What follows belongs to an exercise in optimizing a design on an open flow for small area and a short achievable clock period; a production flow would make more cautious choices. At most, simulation tests tie the RTL to the original design; equivalence was not proved. No activity file was given, so power comes from the tool's default toggle rates.

==> module generic_fifo, before the edit <==
module generic_fifo #(
    parameter int DEPTH      = 16,
    parameter int COUNT_SIZE = (DEPTH <= 1) ? 1 : $clog2(DEPTH)
) (
    input  logic                  aclk,
    input  logic                  resetn,
    input  logic                  push,
    input  logic                  pop,
    output logic [COUNT_SIZE-1:0] wr_ptr,
    output logic [COUNT_SIZE-1:0] rd_ptr,
    output logic                  full,
    output logic                  empty,
    input  utils_pkg::packet_t    data_in,
    output utils_pkg::packet_t    data_out
);
    logic [$bits(data_in)-1:0] mem [DEPTH];
    logic [COUNT_SIZE:0]   count;
    logic                  do_push;
    logic                  do_pop;
    assign empty    = (count == '0);
    assign full     = (count == (COUNT_SIZE + 1)'(DEPTH));
    assign do_push  = push && (!full || pop);
    assign do_pop   = pop && !empty;
    assign data_out = mem[rd_ptr];
    fifo_ptr #(.DEPTH(DEPTH), .COUNT_SIZE(COUNT_SIZE)) u_wr_ptr (
        .aclk   (aclk),
        .resetn (resetn),
        .adv    (do_push),
        .ptr    (wr_ptr)
    );
    fifo_ptr #(.DEPTH(DEPTH), .COUNT_SIZE(COUNT_SIZE)) u_rd_ptr (
        .aclk   (aclk),
        .resetn (resetn),
        .adv    (do_pop),
        .ptr    (rd_ptr)
    );
    always_ff @(posedge aclk or negedge resetn) begin
        if (!resetn)
            count <= '0;
        else if (do_push != do_pop)
            count <= do_push ? count + 1'b1 : count - 1'b1;
    end
    always_ff @(posedge aclk or negedge resetn) begin
        if (!resetn) begin
            for (int i = 0; i < DEPTH; i++)
                mem[i] <= '0;
        end else if (do_push) begin
            mem[wr_ptr] <= data_in;
        end
    end
endmodule
clock: 6.0 ns
lec_check: 0
cap_margin: 20
core_margin: 2
core_utilization: 40
slew_margin: 20
run.sh (not shown) runs the stock make flow with config.mk's settings and CLKGATE_MAP_FILE= SYNTH_SCRIPT=/design/flow/synth_recipe.tcl, a recipe that flattens the netlist after the stock synthesis.
==> next run, changes <==
--- a/flow/design.v
+++ b/flow/design.v
@@ -46,13 +46,16 @@
     output utils_pkg::packet_t    data_out
 );
-    logic [$bits(data_in)-1:0] mem [DEPTH];
-    logic [COUNT_SIZE:0]   count;
-    logic                  do_push;
-    logic                  do_pop;
-    assign empty    = (count == '0);
-    assign full     = (count == (COUNT_SIZE + 1)'(DEPTH));
-    assign do_push  = push && (!full || pop);
-    assign do_pop   = pop && !empty;
-    assign data_out = mem[rd_ptr];
+    localparam int W = $bits(data_in);
+    logic [W-1:0]   mem [DEPTH];
+    logic [DEPTH:0] vld;             
+    logic           empty_q;
+    logic           do_push;
+    logic           do_pop;
+    assign vld[DEPTH] = 1'b0;
+    assign full       = vld[DEPTH-1];
+    assign empty      = empty_q;
+    assign do_push    = push && (!vld[DEPTH-1] || pop);
+    assign do_pop     = pop && vld[0];
+    assign data_out   = mem[0];
     fifo_ptr #(.DEPTH(DEPTH), .COUNT_SIZE(COUNT_SIZE)) u_wr_ptr (
         .aclk   (aclk),
@@ -68,15 +71,21 @@
     );
     always_ff @(posedge aclk or negedge resetn) begin
-        if (!resetn)
-            count <= '0;
-        else if (do_push != do_pop)
-            count <= do_push ? count + 1'b1 : count - 1'b1;
+        if (!resetn) begin
+            vld[DEPTH-1:0] <= '0;
+            empty_q        <= 1'b1;
+        end else if (do_push && !do_pop) begin
+            vld[DEPTH-1:0] <= {vld[DEPTH-2:0], 1'b1};
+            empty_q        <= 1'b0;
+        end else if (do_pop && !do_push) begin
+            vld[DEPTH-1:0] <= {1'b0, vld[DEPTH-1:1]};
+            empty_q        <= !vld[1];
+        end
     end
-    always_ff @(posedge aclk or negedge resetn) begin
-        if (!resetn) begin
-            for (int i = 0; i < DEPTH; i++)
-                mem[i] <= '0;
-        end else if (do_push) begin
-            mem[wr_ptr] <= data_in;
+    always_ff @(posedge aclk) begin
+        for (int i = 0; i < DEPTH; i++) begin
+            if (pop)
+                mem[i] <= vld[i+1] ? mem[(i+1) % DEPTH] : data_in;
+            else
+                mem[i] <= vld[i] ? mem[i] : data_in;
         end
     end
Result: Via count goes down by about a fifth; clock power goes down by a few percent; hold slack is better by 0.073 ns; final area goes down by a little under a tenth; cell count goes down slightly; first-iteration DRC count goes down by well over a third; non-clock buffer count goes down by 90.
No functional check of the RTL was part of the second run of this note.

-- what the ideal ports hide --
The results above use ideal ports. As a check the final layouts listed here were re-extracted and re-timed, cells and wires unchanged.
Step 1 (the two cells are an assumption about what drives the block):
set clk [get_ports {aclk}]
set_driving_cell -lib_cell sky130_fd_sc_hd__clkbuf_16 $clk
set_driving_cell -lib_cell sky130_fd_sc_hd__buf_2 [delete_from_list [all_inputs] $clk]
Step 2 times the ports against the registers' clock, not the clock port: input delays grow and output delays shrink by t, the midpoint of the rising clock arrivals with the driver on.
Three values: ideal ports, drivers, drivers and shift; two values: the first two.
run | shift t [ns] | setup WS [ns] | worst hold slack (ns)
the first run | 0.855 | 0.217 / 0.143 / 0.998 | 0.406 / 0.417 / 0.497
the second run | 0.821 | 2.560 / 2.490 / 2.162 | 0.479 / 0.479 / 0.479
After both steps setup and hold are still met in every run listed. The setup slack of the second run, which loses most, moves by -0.070 ns with the drivers and by -0.398 ns with both steps.
